Source: an optimization exercise on an open RTL-to-GDS flow (aim: small area). Production flows keep margins and buffers that such runs may drop.
In this exercise RTL edits were held to simulation tests only and were not proved equivalent to the original.
Power and IR drop assume default switching activity.

## v58
## vector_unit_top
module vector_unit_top (
    input  logic                  clk_i,
    input  logic                  rst_n_i,
    input  logic                  wb_cyc_i,
    input  logic                  wb_stb_i,
    input  logic                  wb_we_i,
    input  logic [5-1:0] wb_adr_i,
    input  logic [32-1:0] wb_dat_i,
    input  logic [3:0]            wb_sel_i,
    output logic [32-1:0] wb_dat_o,
    output logic                  wb_ack_o
);
==> flow/config.mk <==
export PLATFORM = sky130hd
export DESIGN_NAME = vector_unit_top
export DESIGN_NICKNAME = vector_unit_top
export VERILOG_FILES = /design/flow/design.v
export SDC_FILE = /design/flow/constraint.sdc
export NUM_CORES = 4
export LEC_CHECK = 0
export CAP_MARGIN = 20
export CORE_MARGIN = 2
export CORE_UTILIZATION = 50
export CTS_BUF_LIST = sky130_fd_sc_hd__clkbuf_4 sky130_fd_sc_hd__clkbuf_8
export CTS_CLUSTER_DIAMETER = 100
export CTS_CLUSTER_SIZE = 40
export PLACE_DENSITY = 0.7
export SLEW_MARGIN = 20
==> flow/constraint.sdc <==
create_clock -name core_clock -period 5.0 [get_ports {clk_i}]
set_input_delay 1.0000 -clock core_clock [delete_from_list [all_inputs] [get_ports {clk_i}]]
set_output_delay 1.0000 -clock core_clock [all_outputs]
set_load 0.01 [all_outputs]
standard.sh (not shown) runs the stock make flow with config.mk's settings and CLKGATE_MAP_FILE= SYNTH_SCRIPT=/design/flow/synth_recipe.tcl, a recipe that flattens the netlist after the stock synthesis.
==> flow/flow/run.sh <==
#!/bin/bash
# Layout flow: the standard ORFS flow, with three changes in how the
# layout is made:
#  - synthesis maps the logic with the ABC script in flow/abc.script (the
#    rest of the synthesis script is ORFS's own, unchanged);
#  - the port buffers are sky130_fd_sc_hd__buf_1 cells;
#  - extra make variables from flow/make_args.txt, one per line.
# Each tool's full output goes to a log file in this folder.
set -euo pipefail
HERE=$PWD
FLOWDIR=$HERE/flow

# Synthesis script: the standard flow's, sourcing ORFS's synth.tcl with the ABC script
# swapped for ours
sed "/source \$::env(SCRIPTS_DIR)\/synth_preamble.tcl/a set abc_args [lreplace \$abc_args 1 1 $FLOWDIR/abc.script]" \
    "$FLOW_HOME/scripts/synth.tcl" > "$HERE/synth_own.tcl"
sed "s|source \$::env(SCRIPTS_DIR)/synth.tcl|source $HERE/synth_own.tcl|" \
    "$HERE/synth_recipe.tcl" > "$HERE/synth_recipe_own.tcl"
grep -q "synth_own.tcl" "$HERE/synth_recipe_own.tcl"
grep -q "abc.script" "$HERE/synth_own.tcl"

args=(SYNTH_SCRIPT="$HERE/synth_recipe_own.tcl"
      "BUFFER_PORTS_ARGS=-buffer_cell sky130_fd_sc_hd__buf_1")
if [[ -f "$FLOWDIR/make_args.txt" ]]; then
    while IFS= read -r line; do
        [[ -n "$line" ]] && args+=("$line")
    done < "$FLOWDIR/make_args.txt"
fi
bash "$HERE/standard.sh" "${args[@]}" finish > "$HERE/standard.log" 2>&1
==> flow/flow/abc.script <==
strash
dch -f
amap -F 3
topo
stime -c
==> flow/flow/make_args.txt <==
ADDER_MAP_FILE=
The following lists how v32 was set up differently from v58:
Settings: CORE_UTILIZATION changed from 50 to 40; PLACE_DENSITY removed (was 0.7).
==> flow/flow/abc.script <==
strash
dch -f
amap
topo
stime -c
Notes after the runs:
v32 vs v58, post-place setup slack went down by 0.045 ns.
Looking at number of fillers in the final layout, v32 sits 645 above v58.
Maximum frequency, v32 and v58, higher one = v58.
v32 vs v58, internal power consumption went down by 8.6%.
Post-layout worst setup margin, v32 and v58: higher on v58
For v58, the termination of the worst setup path was cl_q[0], unlike v32, where it was cl_q[2].
Count of inverters other than clock inverters in the layout went up by more than half going from v58 to v32.
Via count is lower on v58
Share of power burned in combinational logic, v32 and v58: higher on v58
DRC violation total after the first TritonRoute iteration: v32 < v58
Core util | v32 vs v58 | v32 lower
Final area: lower on v58
Inputs modified between v32 and v53:
Settings: swapping 40 for 50 in CORE_UTILIZATION; putting PLACE_DENSITY at 0.7 where nothing was set.
==> comparison <==
Diff v32 -> v53: combinational power share closely matched the old numbers; minimum period implied by the final worst setup slack went down by 0.10 ns; worst path setup slack after routing went up 0.10 ns; maximum achievable frequency increased 0.0051 GHz; peak ir drop on the vdd network now larger.
Diff v32 -> v53: routed wire length saw a decrease; count of inverters other than clock inverters in the layout saw little to no change; hold slack saw a decrease; final standard cell count with taps included and fillers excluded saw a decrease; setup slack at placement saw an increase.
NOTE final design instance area without fill v32->v53 decreased slightly

what the ideal ports hide:
The flow's constraints put no driver on any port. The routed layouts listed below were extracted and timed again, unchanged, in two steps.
Step 1 sets driving cells, clkbuf_16 on the clock port and buf_2 on the other inputs (assumed; they add their load-dependent delay and slew).
Step 2, shift: input delay + t, output delay - t, t = (earliest + latest rising clock arrival at the registers) / 2. This alone moves slack from input paths to output paths.
Three values: ideal ports, drivers, drivers and shift; two values: the first two.
run	shift t [ns]	slack for setup (ns)	worst slew at a driven data input, ns
v58	0.493	0.547 / 0.547 / 0.547	0.03
v32	0.510	0.477 / 0.477 / 0.477	0.04
v53	0.515	0.579 / 0.579 / 0.579	0.04
After both steps setup and hold are still met in every run listed.
